What follows belongs to an exercise in optimizing a design on an open flow for a short achievable clock period and few clock cycles; a production flow would make more cautious choices.
Function was checked by simulation only, so behaviour that the tests miss may differ from the original.
Power and IR drop assume default switching activity.

==> flow/design.v <==
package cpu_pkg;
	typedef enum logic [3:0] {
		OP_ADD = 4'h0,
		OP_SUB = 4'h1,
		OP_XOR = 4'h2,
		OP_SLL = 4'h4,
		OP_LW  = 4'h8,
		OP_SW  = 4'h9,
		OP_LHB = 4'hA,
		OP_LLB = 4'hB,
		OP_B   = 4'hC,
		OP_HLT = 4'hF
	} opcode_e;
	typedef enum logic [2:0] {
		C_NEQ,
		C_EQ,
		C_GT,
		C_LT,
		C_GTE,
		C_LTE,
		C_OVF,
		C_UNCOND
	} cond_e;
	typedef struct packed {
		logic z;
		logic v;
		logic n;
	} flags_t;
	typedef struct packed {
		logic                 taken;
		logic [16-1:0] target;
	} redirect_t;
	typedef struct packed {
		logic                 valid;
		logic [16-1:0] pc;
		logic [16-1:0] instr;
	} ifid_t;
	typedef struct packed {
		logic                 valid;
		opcode_e              op;
		logic [4-1:0] rd;
		logic [4-1:0] rs;
		logic [4-1:0] rt;
		logic [16-1:0] opa;
		logic [16-1:0] opb;
		logic [3:0]           imm;
		logic                 wr;
		logic                 ld;
	} idex_t;
	typedef struct packed {
		logic                 valid;
		opcode_e              op;
		logic [4-1:0] rd;
		logic [16-1:0] result;
		logic [16-1:0] sdata;
		logic                 wr;
	} exmem_t;
	typedef struct packed {
		logic                 we;
		logic [4-1:0] rd;
		logic [16-1:0] data;
	} wb_t;
	typedef struct packed {
		logic                 valid;
		logic                 write;
		logic [16-1:0] addr;
		logic [16-1:0] wdata;
	} dmem_req_t;
endpackage
`timescale 1ns/1ps
module cpu_alu (
	input  cpu_pkg::opcode_e     op,
	input  logic [16-1:0] a,
	input  logic [16-1:0] b,
	input  logic [3:0]           imm,
	output logic [16-1:0] result,
	input  cpu_pkg::flags_t      flags_in,
	output cpu_pkg::flags_t      flags
);
	logic [16-1:0] sum;
	logic [16-1:0] diff;
	logic [16-1:0] sat;
	logic                 add_ovf;
	logic                 sub_ovf;
	assign sum  = a + b;
	assign diff = a - b;
	assign add_ovf = (a[16-1] == b[16-1]) & (sum[16-1] != a[16-1]);
	assign sub_ovf = (a[16-1] != b[16-1]) & (diff[16-1] != a[16-1]);
	assign sat = {a[16-1], {(16-1){~a[16-1]}}};
	always_comb begin
		result = sum;
		flags  = flags_in;
		case (op)
			cpu_pkg::OP_ADD: begin
				result  = add_ovf ? sat : sum;
				flags.v = add_ovf;
				flags.n = result[16-1];
			end
			cpu_pkg::OP_SUB: begin
				result  = sub_ovf ? sat : diff;
				flags.v = sub_ovf;
				flags.n = result[16-1];
			end
			cpu_pkg::OP_XOR: result = a ^ b;
			cpu_pkg::OP_SLL: result = a << imm;
			cpu_pkg::OP_LHB: result = {b[7:0], a[7:0]};
			cpu_pkg::OP_LLB: result = {a[15:8], b[7:0]};
			default: result = sum;
		endcase
		flags.z = (result == '0);
	end
endmodule
`timescale 1ns/1ps
module cpu_fetch (
	input  logic                 clk,
	input  logic                 rst_n,
	input  logic                 hold,
	input  logic                 stall,
	input  cpu_pkg::redirect_t   redirect,
	output logic [16-1:0] pc,
	input  logic [16-1:0] instr,
	output cpu_pkg::ifid_t       ifid
);
	logic [16-1:0] pc_seq;
	logic [16-1:0] pc_next;
	logic                 advance;
	assign pc_seq = pc + 16'd2;
	assign advance = ~hold & ~stall;
	assign pc_next = redirect.taken ? redirect.target : pc_seq;
	always_ff @(posedge clk) begin
		if (!rst_n) begin
			pc <= '0;
		end else if (advance) begin
			pc <= pc_next;
		end
	end
	always_ff @(posedge clk) begin
		if (!rst_n) begin
			ifid.valid <= 1'b0;
		end else if (advance) begin
			ifid.valid <= ~redirect.taken;
			ifid.pc    <= pc;
			ifid.instr <= redirect.taken ? 16'h0000 : instr;
		end
	end
endmodule
`timescale 1ns/1ps
module cpu_decode (
	input  logic                 clk,
	input  logic                 rst_n,
	input  logic                 stall,
	input  cpu_pkg::ifid_t       ifid,
	input  cpu_pkg::flags_t      ex_flags,
	output logic [4-1:0] rd1,
	output logic [4-1:0] rd2,
	input  logic [16-1:0] rdata1,
	input  logic [16-1:0] rdata2,
	output cpu_pkg::idex_t       idex,
	output cpu_pkg::redirect_t   redirect,
	output logic                 hold
);
	cpu_pkg::opcode_e     op;
	cpu_pkg::cond_e       cond;
	cpu_pkg::idex_t       idex_d;
	logic [4-1:0] f_rd;
	logic [4-1:0] f_rs;
	logic [4-1:0] f_rt;
	logic [8:0]           off;
	logic [16-1:0] br_target;
	logic                 known;
	logic                 writes;
	logic                 use_a;
	logic                 use_b;
	logic                 cond_met;
	logic                 is_br;
	logic                 is_hlt;
	logic                 hlt_first;
	logic                 load_use;
	logic                 halted;
	assign op   = cpu_pkg::opcode_e'(ifid.instr[15:12]);
	assign cond = cpu_pkg::cond_e'(ifid.instr[11:9]);
	assign f_rd = ifid.instr[11:8];
	assign f_rs = ifid.instr[7:4];
	assign f_rt = ifid.instr[3:0];
	assign off  = ifid.instr[8:0];
	assign rd1 = (op == cpu_pkg::OP_LHB || op == cpu_pkg::OP_LLB) ? f_rd : f_rs;
	assign rd2 = (op == cpu_pkg::OP_SW) ? f_rd : f_rt;
	always_comb begin
		known  = 1'b1;
		writes = 1'b0;
		use_a  = 1'b0;
		use_b  = 1'b0;
		case (op)
			cpu_pkg::OP_ADD, cpu_pkg::OP_SUB, cpu_pkg::OP_XOR: begin
				writes = 1'b1;
				use_a  = 1'b1;
				use_b  = 1'b1;
			end
			cpu_pkg::OP_SLL, cpu_pkg::OP_LW, cpu_pkg::OP_LHB, cpu_pkg::OP_LLB: begin
				writes = 1'b1;
				use_a  = 1'b1;
			end
			cpu_pkg::OP_SW: begin
				use_a = 1'b1;
				use_b = 1'b1;
			end
			cpu_pkg::OP_B, cpu_pkg::OP_HLT: known = 1'b1;
			default: known = 1'b0;
		endcase
	end
	always_comb begin
		case (cond)
			cpu_pkg::C_NEQ: cond_met = ~ex_flags.z;
			cpu_pkg::C_EQ:  cond_met = ex_flags.z;
			cpu_pkg::C_GT:  cond_met = ~ex_flags.z & ~ex_flags.n;
			cpu_pkg::C_LT:  cond_met = ex_flags.n;
			cpu_pkg::C_GTE: cond_met = ex_flags.z | ~ex_flags.n;
			cpu_pkg::C_LTE: cond_met = ex_flags.z | ex_flags.n;
			cpu_pkg::C_OVF: cond_met = ex_flags.v;
			default:        cond_met = 1'b1;
		endcase
	end
	assign br_target = ifid.pc + 16'd2 + {{(16-10){off[8]}}, off, 1'b0};
	assign is_br     = ifid.valid & (op == cpu_pkg::OP_B);
	assign is_hlt    = ifid.valid & (op == cpu_pkg::OP_HLT);
	assign hlt_first = is_hlt & ~halted;
	assign load_use = ifid.valid & idex.valid & idex.ld & idex.wr &
		((use_a & (rd1 == idex.rd)) | (use_b & (rd2 == idex.rd)));
	assign redirect.taken  = (is_br & cond_met & ~halted) | hlt_first;
	assign redirect.target = hlt_first ? ifid.pc : br_target;
	assign hold            = load_use | halted;
	always_comb begin
		idex_d.valid = ifid.valid & known & ~load_use & ~halted;
		idex_d.op    = op;
		idex_d.rd    = f_rd;
		idex_d.rs    = f_rs;
		idex_d.rt    = f_rt;
		idex_d.opa   = rdata1;
		idex_d.opb   = rdata2;
		idex_d.imm   = f_rt;
		idex_d.wr    = idex_d.valid & writes & (f_rd != '0);
		idex_d.ld    = (op == cpu_pkg::OP_LW);
	end
	always_ff @(posedge clk) begin
		if (!rst_n) begin
			idex.valid <= 1'b0;
			idex.wr    <= 1'b0;
			halted     <= 1'b0;
		end else if (!stall) begin
			idex <= idex_d;
			if (hlt_first) begin
				halted <= 1'b1;
			end
		end
	end
endmodule
`timescale 1ns/1ps
module cpu_regfile (
	input  logic                 clk,
	input  logic                 rst_n,
	input  logic [4-1:0] rd1,
	input  logic [4-1:0] rd2,
	output logic [16-1:0] rdata1,
	output logic [16-1:0] rdata2,
	input  cpu_pkg::wb_t         wb
);
	logic [16-1:0] regs [16];
	always_ff @(posedge clk) begin
		if (!rst_n) begin
			for (int i = 0; i < 16; i++) begin
				regs[i] <= '0;
			end
		end else if (wb.we && wb.rd != '0) begin
			regs[wb.rd] <= wb.data;
		end
	end
	assign rdata1 = (rd1 == '0) ? '0 : (wb.we && wb.rd == rd1) ? wb.data : regs[rd1];
	assign rdata2 = (rd2 == '0) ? '0 : (wb.we && wb.rd == rd2) ? wb.data : regs[rd2];
endmodule
`timescale 1ns/1ps
module cpu_execute (
	input  logic             clk,
	input  logic             rst_n,
	input  logic             stall,
	input  cpu_pkg::idex_t   idex,
	input  cpu_pkg::exmem_t  mem_fwd,
	input  cpu_pkg::wb_t     wb,
	output cpu_pkg::flags_t  flags_next,
	output cpu_pkg::exmem_t  exmem
);
	logic [4-1:0] src_a;
	logic [4-1:0] src_b;
	logic [16-1:0] fwd_a;
	logic [16-1:0] fwd_b;
	logic [16-1:0] alu_a;
	logic [16-1:0] alu_b;
	logic [16-1:0] alu_y;
	logic                 is_mem;
	logic                 is_byte;
	logic                 sets_flags;
	cpu_pkg::flags_t      flags_q;
	cpu_pkg::flags_t      alu_flags;
	function automatic logic [16-1:0] fwd_sel(
		input logic [4-1:0] src,
		input logic [16-1:0] regval,
		input logic                 m_hit,
		input logic [4-1:0] m_rd,
		input logic [16-1:0] m_result,
		input logic                 w_we,
		input logic [4-1:0] w_rd,
		input logic [16-1:0] w_data
	);
		if (m_hit && m_rd == src) begin
			fwd_sel = m_result;
		end else if (w_we && w_rd == src) begin
			fwd_sel = w_data;
		end else begin
			fwd_sel = regval;
		end
	endfunction
	logic m_hit;
	assign m_hit = mem_fwd.wr && (mem_fwd.op != cpu_pkg::OP_LW);
	assign is_mem  = (idex.op == cpu_pkg::OP_LW) || (idex.op == cpu_pkg::OP_SW);
	assign is_byte = (idex.op == cpu_pkg::OP_LHB) || (idex.op == cpu_pkg::OP_LLB);
	assign src_a   = is_byte ? idex.rd : idex.rs;
	assign src_b   = (idex.op == cpu_pkg::OP_SW) ? idex.rd : idex.rt;
	assign fwd_a   = fwd_sel(src_a, idex.opa, m_hit, mem_fwd.rd, mem_fwd.result, wb.we, wb.rd, wb.data);
	assign fwd_b   = fwd_sel(src_b, idex.opb, m_hit, mem_fwd.rd, mem_fwd.result, wb.we, wb.rd, wb.data);
	assign alu_a = is_mem ? {fwd_a[16-1:1], 1'b0} : fwd_a;
	assign alu_b = is_mem ? {{(16-5){idex.imm[3]}}, idex.imm, 1'b0} :
		is_byte ? {8'h00, idex.rs, idex.rt} : fwd_b;
	cpu_alu u_alu (
		.op       (idex.op),
		.a        (alu_a),
		.b        (alu_b),
		.imm      (idex.imm),
		.result   (alu_y),
		.flags_in (flags_q),
		.flags    (alu_flags)
	);
	assign sets_flags = idex.valid && (idex.op == cpu_pkg::OP_ADD ||
		idex.op == cpu_pkg::OP_SUB || idex.op == cpu_pkg::OP_XOR || idex.op == cpu_pkg::OP_SLL);
	assign flags_next = sets_flags ? alu_flags : flags_q;
	always_ff @(posedge clk) begin
		if (!rst_n) begin
			flags_q     <= '0;
			exmem.valid <= 1'b0;
			exmem.wr    <= 1'b0;
		end else if (!stall) begin
			flags_q      <= flags_next;
			exmem.valid  <= idex.valid;
			exmem.op     <= idex.op;
			exmem.rd     <= idex.rd;
			exmem.result <= alu_y;
			exmem.sdata  <= fwd_b;
			exmem.wr     <= idex.wr;
		end
	end
endmodule
`timescale 1ns/1ps
module cpu_memory (
	input  logic                 clk,
	input  logic                 rst_n,
	input  cpu_pkg::exmem_t      exmem,
	output cpu_pkg::dmem_req_t   dmem_req,
	input  logic                 dmem_ready,
	input  logic [16-1:0] dmem_rdata,
	output logic                 stall,
	output cpu_pkg::wb_t         wb,
	output logic                 hlt
);
	logic is_ld;
	logic is_st;
	logic is_hlt;
	assign is_ld  = exmem.valid & (exmem.op == cpu_pkg::OP_LW);
	assign is_st  = exmem.valid & (exmem.op == cpu_pkg::OP_SW);
	assign is_hlt = exmem.valid & (exmem.op == cpu_pkg::OP_HLT);
	assign dmem_req.valid = is_ld | is_st;
	assign dmem_req.write = is_st;
	assign dmem_req.addr  = exmem.result;
	assign dmem_req.wdata = exmem.sdata;
	assign stall = dmem_req.valid & ~dmem_ready;
	always_ff @(posedge clk) begin
		if (!rst_n) begin
			wb.we <= 1'b0;
			hlt   <= 1'b0;
		end else if (!stall) begin
			wb.we   <= exmem.wr;
			wb.rd   <= exmem.rd;
			wb.data <= is_ld ? dmem_rdata : exmem.result;
			if (is_hlt) begin
				hlt <= 1'b1;
			end
		end
	end
endmodule
`timescale 1ns/1ps
module cpu (
	input  logic                 clk,
	input  logic                 rst_n,
	output logic [16-1:0] pc,
	input  logic [16-1:0] instr,
	output logic                 hlt,
	output logic                 dmem_valid,
	output logic                 dmem_write,
	output logic [16-1:0] dmem_addr,
	output logic [16-1:0] dmem_wdata,
	input  logic                 dmem_ready,
	input  logic [16-1:0] dmem_rdata
);
	cpu_pkg::redirect_t   redirect;
	cpu_pkg::ifid_t       ifid;
	cpu_pkg::idex_t       idex;
	cpu_pkg::exmem_t      exmem;
	cpu_pkg::wb_t         wb;
	cpu_pkg::flags_t      flags_next;
	logic                 hold;
	logic                 stall;
	logic [4-1:0] rd1;
	logic [4-1:0] rd2;
	logic [16-1:0] rdata1;
	logic [16-1:0] rdata2;
	cpu_pkg::dmem_req_t   dmem_req;
	assign dmem_valid = dmem_req.valid;
	assign dmem_write = dmem_req.write;
	assign dmem_addr  = dmem_req.addr;
	assign dmem_wdata = dmem_req.wdata;
	cpu_fetch u_fetch (
		.clk(clk), .rst_n(rst_n), .hold(hold), .stall(stall),
		.redirect(redirect), .pc(pc), .instr(instr), .ifid(ifid)
	);
	cpu_decode u_decode (
		.clk(clk), .rst_n(rst_n), .stall(stall), .ifid(ifid), .ex_flags(flags_next),
		.rd1(rd1), .rd2(rd2), .rdata1(rdata1), .rdata2(rdata2),
		.idex(idex), .redirect(redirect), .hold(hold)
	);
	cpu_regfile u_regfile (
		.clk(clk), .rst_n(rst_n), .rd1(rd1), .rd2(rd2),
		.rdata1(rdata1), .rdata2(rdata2), .wb(wb)
	);
	cpu_execute u_execute (
		.clk(clk), .rst_n(rst_n), .stall(stall), .idex(idex), .mem_fwd(exmem),
		.wb(wb), .flags_next(flags_next), .exmem(exmem)
	);
	cpu_memory u_memory (
		.clk(clk), .rst_n(rst_n), .exmem(exmem), .dmem_req(dmem_req),
		.dmem_ready(dmem_ready), .dmem_rdata(dmem_rdata),
		.stall(stall), .wb(wb), .hlt(hlt)
	);
endmodule
==> flow/run.sh <==
#!/bin/bash
# synth_recipe.tcl (not shown) runs the flow's synth.tcl, then flattens the netlist and writes it again
# the make line also repeats each setting of config.mk as NAME=value (left out here)
make -C /OpenROAD-flow-scripts/flow DESIGN_CONFIG=/design/flow/config.mk WORK_HOME=/design/flow/orfs CLKGATE_MAP_FILE= SYNTH_SCRIPT=/design/flow/synth_recipe.tcl finish
==> flow/config.mk <==
export PLATFORM = sky130hd
export DESIGN_NAME = cpu
export DESIGN_NICKNAME = cpu
export VERILOG_FILES = /design/flow/design.v
export SDC_FILE = /design/flow/constraint.sdc
export NUM_CORES = 4
export LEC_CHECK = 0
export CAP_MARGIN = 20
export CORE_MARGIN = 2
export CORE_UTILIZATION = 40
export SLEW_MARGIN = 20
==> flow/constraint.sdc <==
create_clock -name core_clock -period 9.0 [get_ports {clk}]
set_input_delay 1.8000 -clock core_clock [delete_from_list [all_inputs] [get_ports {clk}]]
set_output_delay 1.8000 -clock core_clock [all_outputs]
set_load 0.01 [all_outputs]
==> notes.md <==
state kept, by name (all words and copies together) (netlist names), 3 cells and up:
name	cells
u_memory.wb	21
u_fetch.pc	16
u_execute.exmem	42
u_regfile.regs	256
u_decode.idex	51
u_execute.flags_q	3
u_fetch.ifid	33
how the worst max path moves through the flow:
stage                                     start  depth (start not counted)                      to
detailed placement  u_decode.idex[51]$_DFFE_PP_                         38  u_decode.known$_DFF_P_
global route        u_decode.idex[52]$_DFFE_PP_                         39  u_decode.known$_DFF_P_
CTS                 u_decode.idex[51]$_DFFE_PP_                         36  u_decode.known$_DFF_P_
floorplan           u_decode.idex[52]$_DFFE_PP_                         39  u_decode.known$_DFF_P_
finish                u_memory.wb[17]$_DFFE_PP_                         35  u_decode.known$_DFF_P_
global placement    u_decode.idex[51]$_DFFE_PP_                         38  u_decode.known$_DFF_P_
synth_stat cells (36+ instances only):
master and n:
a31oi_1 65, inv_1 65, nor4_1 37, a211oi_1 56, and3_1 94, nand3_1 82, ha_1 62, nand2_1 432
clkbuf_1 187, mux2i_1 47, edfxtp_1 397, nor3_1 150, o21ai_0 94, nor2_1 173, xnor2_1 54, a21oi_1 125
mux4_2 72, and2_1 136, buf_4 36
cells by family (layout without fill, tap and decap cells):
logic type,after synthesis,count (layout),share of synthesized area (%)
flops,428,428,45.15
fa+ha+maj,68,68,3.157
buf+inv,350,400,5.427
simple gates,1198,1198,20.94
compound gates,592,592,14.69
xor+xnor,73,73,2.302
other cells,1,16,0.01350
mux,137,137,8.319
worst max-delay path, delay by kind of cell (launching register included):
family                   cells  cell delay (ps)
AO/OA/AOI/OAI               17             3800
XOR/XNOR                     1              190
adder cells (fa/ha/maj)      3             1240
buffers and inverters        3              510
flip-flops                   1              480
multiplexers                 1              340
AND/OR/NAND/NOR             10             1800
repair_timing:
action                                 CTS  global route
setup endpoints to repair                0            35
endpoints found under the hold margin    0             0
buffers inserted                         0             1
resized for setup                        0            19
layout make-up:
| cell class | instances | area (sq um) |
|---|---|---|
| clock buffer | 64 | 1354 |
| clock inverter | 28 | 282.8 |
| fill | 6458 | 37090 |
| inverter | 77 | 291.5 |
| multi-input combinational | 2084 | 13990 |
| sequential | 428 | 12540 |
| tap | 931 | 1165 |
| timing repair buffer | 231 | 1996 |
per-layer routing:
layer | track usage, % | vias up | share of wire, %
li1 | - | 10624 | -
met5 | 0 | - | 0
met1 | 42.17 | 12026 | 42
met2 | 47.57 | 1391 | 45
met4 | 8.803 | 0 | 3.2
met3 | 4.570 | 194 | 8.9
report_power, final:
group | total (uW) | switching, uW | internal [uW]
Sequential | 2460 | 135 | 2320
Combinational | 1600 | 1040 | 566
Clock | 2080 | 915 | 1160
cell usage in the layout, fill, tap and decap left out, types with 33 or more instances in the layout:
master / count
nand2_1: 432
edfxtp_1: 397
nor2_1: 170
nor3_1: 147
buf_4: 141
and2_1: 136
a21oi_1: 123
and3_1: 94
clkdlybuf4s50_1: 84
nand3_1: 82
o21ai_0: 81
mux4_2: 72
inv_1: 65
a31oi_1: 64
ha_1: 61
a211oi_1: 55
xnor2_1: 54
clkbuf_16: 50
mux2i_1: 41
nor4_1: 36
a311oi_1: 33
through the flow:
step	TNS (ps)	instance area, sq um	setup WS [ps]	hold slack, ps	total power (uW)
2_1_floorplan	0	27840	319.3	420.6	3383
3_3_place_gp	0	29880	406.8	433.1	4046
3_5_place_dp	0	29890	304.4	439.4	4047
4_1_cts	0	31520	220.3	455.7	6115
5_1_grt	-23.39	31620	-23.39	477.6	6326
6_report	0	31620	564.0	452.3	6136
==> impl_metrics.yaml <==
die:
  rows: 96
  die_w_um: 267.5
  core-area_sq_um: 68710
  dieArea_sq_um: 71570
  dieHeight_um: 267.5
  start_util_pct: 40.43
  io_pins: 86
sta:
  max_freq_mhz: 118.5
  relSlewSlack_pct: 26.48
  timing.final.hold_violations: 0
  final_max_slew_viol_count: 0
  post-route-min-period_ps: 8436
  tightestPinTransition_ps: 1100
  fin_crit_sh_pct: 93.73
  setup_viol: 0
  finClkSkew_ps: 31.80
hold_path:
  worstHoldStart: "u_fetch.ifid[0]$_SDFFCE_PN0P_"
  min_path_type: "flip-flop to flip-flop"
  min_path_cells: 0
  hold_end: "u_decode.idex[38]$_DFFE_PP_"
synthesis:
  syn-cell-area_sq_um: 27780
  postSynthAreaPerCell_sq_um: 9.757
  syn_inst: 2847
  synth_edf_count: 397
  synth_flop_cell: "edfxtp_1"
  synth_seq_cells: 428
  netlist-cell-type-count: 101
  ys_warn_count: 6
  yosysTopAreaCell: "edfxtp_1"
  yosysTopAreaCellShare_pct: 42.92
  ys_seq_area_share_pct: 45.15
  synth-async-reset-ratio_pct: 0
  yosys-top-cells-area: "edfxtp_1 (43%), mux4_2 (5.8%), nand2_1 (5.8%), and2_1 (3.1%), ha_1 (2.8%)"
clock_tree:
  cts_buffers: 49
  clockRootBuffer: "clkbuf_16"
  cts_sinks: 428
  clk_path_buf_depth: 3
  path_clk_slew_ps: 60
  h-tree-depth: 2
  clkLatencyLatePin_ps: 650
  cts_tree: "built"
  ctsHoldBuffers: 0
detailed_routing:
  ant_nets: 0
  firstDrtPassIters: 7
  drt_iter0_markers: 3099
  drc: 0
  routed_wirelength_um: 107600
  wl_per_cell_um: 27.99
  vias: 24235
  via_per_inst: 6.306
global_route:
  antenna_found_initial: 2
  grt_usage_pct: 29.89
  overflow: 0
  grt_pass1_vias: 23370
  grt_start_max_net_pins: 82
  grt_pass1_wl_um: 158800
power_and_ir_drop:
  vdd_drop_max_v: 0.0001421
  power.density_nw_per_um2: 194.1
  power.leakage_uw: 0.01145
setup_path:
  timing.rr.start: "u_memory.wb[17]$_DFFE_PP_"
  path_class: "flip-flop to flip-flop"
  critPathCaptureType: "flip-flop"
  slowest_stage: "fa_1"
  worst-path-max-fanout: 5
  critPathRequiredTime_ps: 9550
  r2r_end: "u_decode.known$_DFF_P_"
  arrival_ps: 8980
  reg2reg_slack_ps: 560
  start_kind: "flip-flop"
  reg2reg_depth: 35
  cp_slowest_stage_delay_ps: 530
status:
  status: "complete, no violations"
flow_run:
  cap_violations: 0
cells_and_area:
  final_cells: 3843
  nets: 2972
  final_core_util_pct: 46.02
  syn_to_final_growth_pct: 13.82
  drive_above_1_share_pct: 12.91
  antenna_cells: 0
place:
  place_inst: 3748
  portBuffers: 85
  gp_congestion: 0.9914
  dpl.hpwl_um: 74290
Testbench counts, summed over its fixed seeds: cycles 32,855.

[port drivers added, routing unchanged]
Ports are ideal in the flow. The routed layout listed here was re-timed in OpenROAD.
Step 1 assumes that a clkbuf_16 drives the clock port and a buf_2 every other input.
Step 2 adds t to the input delays and takes it off the output delays; t is the mean of the earliest and latest rising clock arrival at the registers after step 1. Input paths then give back, and output paths get back, about the clock's delay inside the block.
a / b / c = no drivers / after step 1 / after step 2; a / b = the first two.
t (ns): 0.695
setup slack, ns: 0.564 / 0.564 / 0.564
clock arrival spread, ns: 0.032 / 0.032
After both steps setup and hold are still met in this run. For this run, drivers alone change the setup slack by 0.000 ns; drivers and shift together by 0.000 ns.
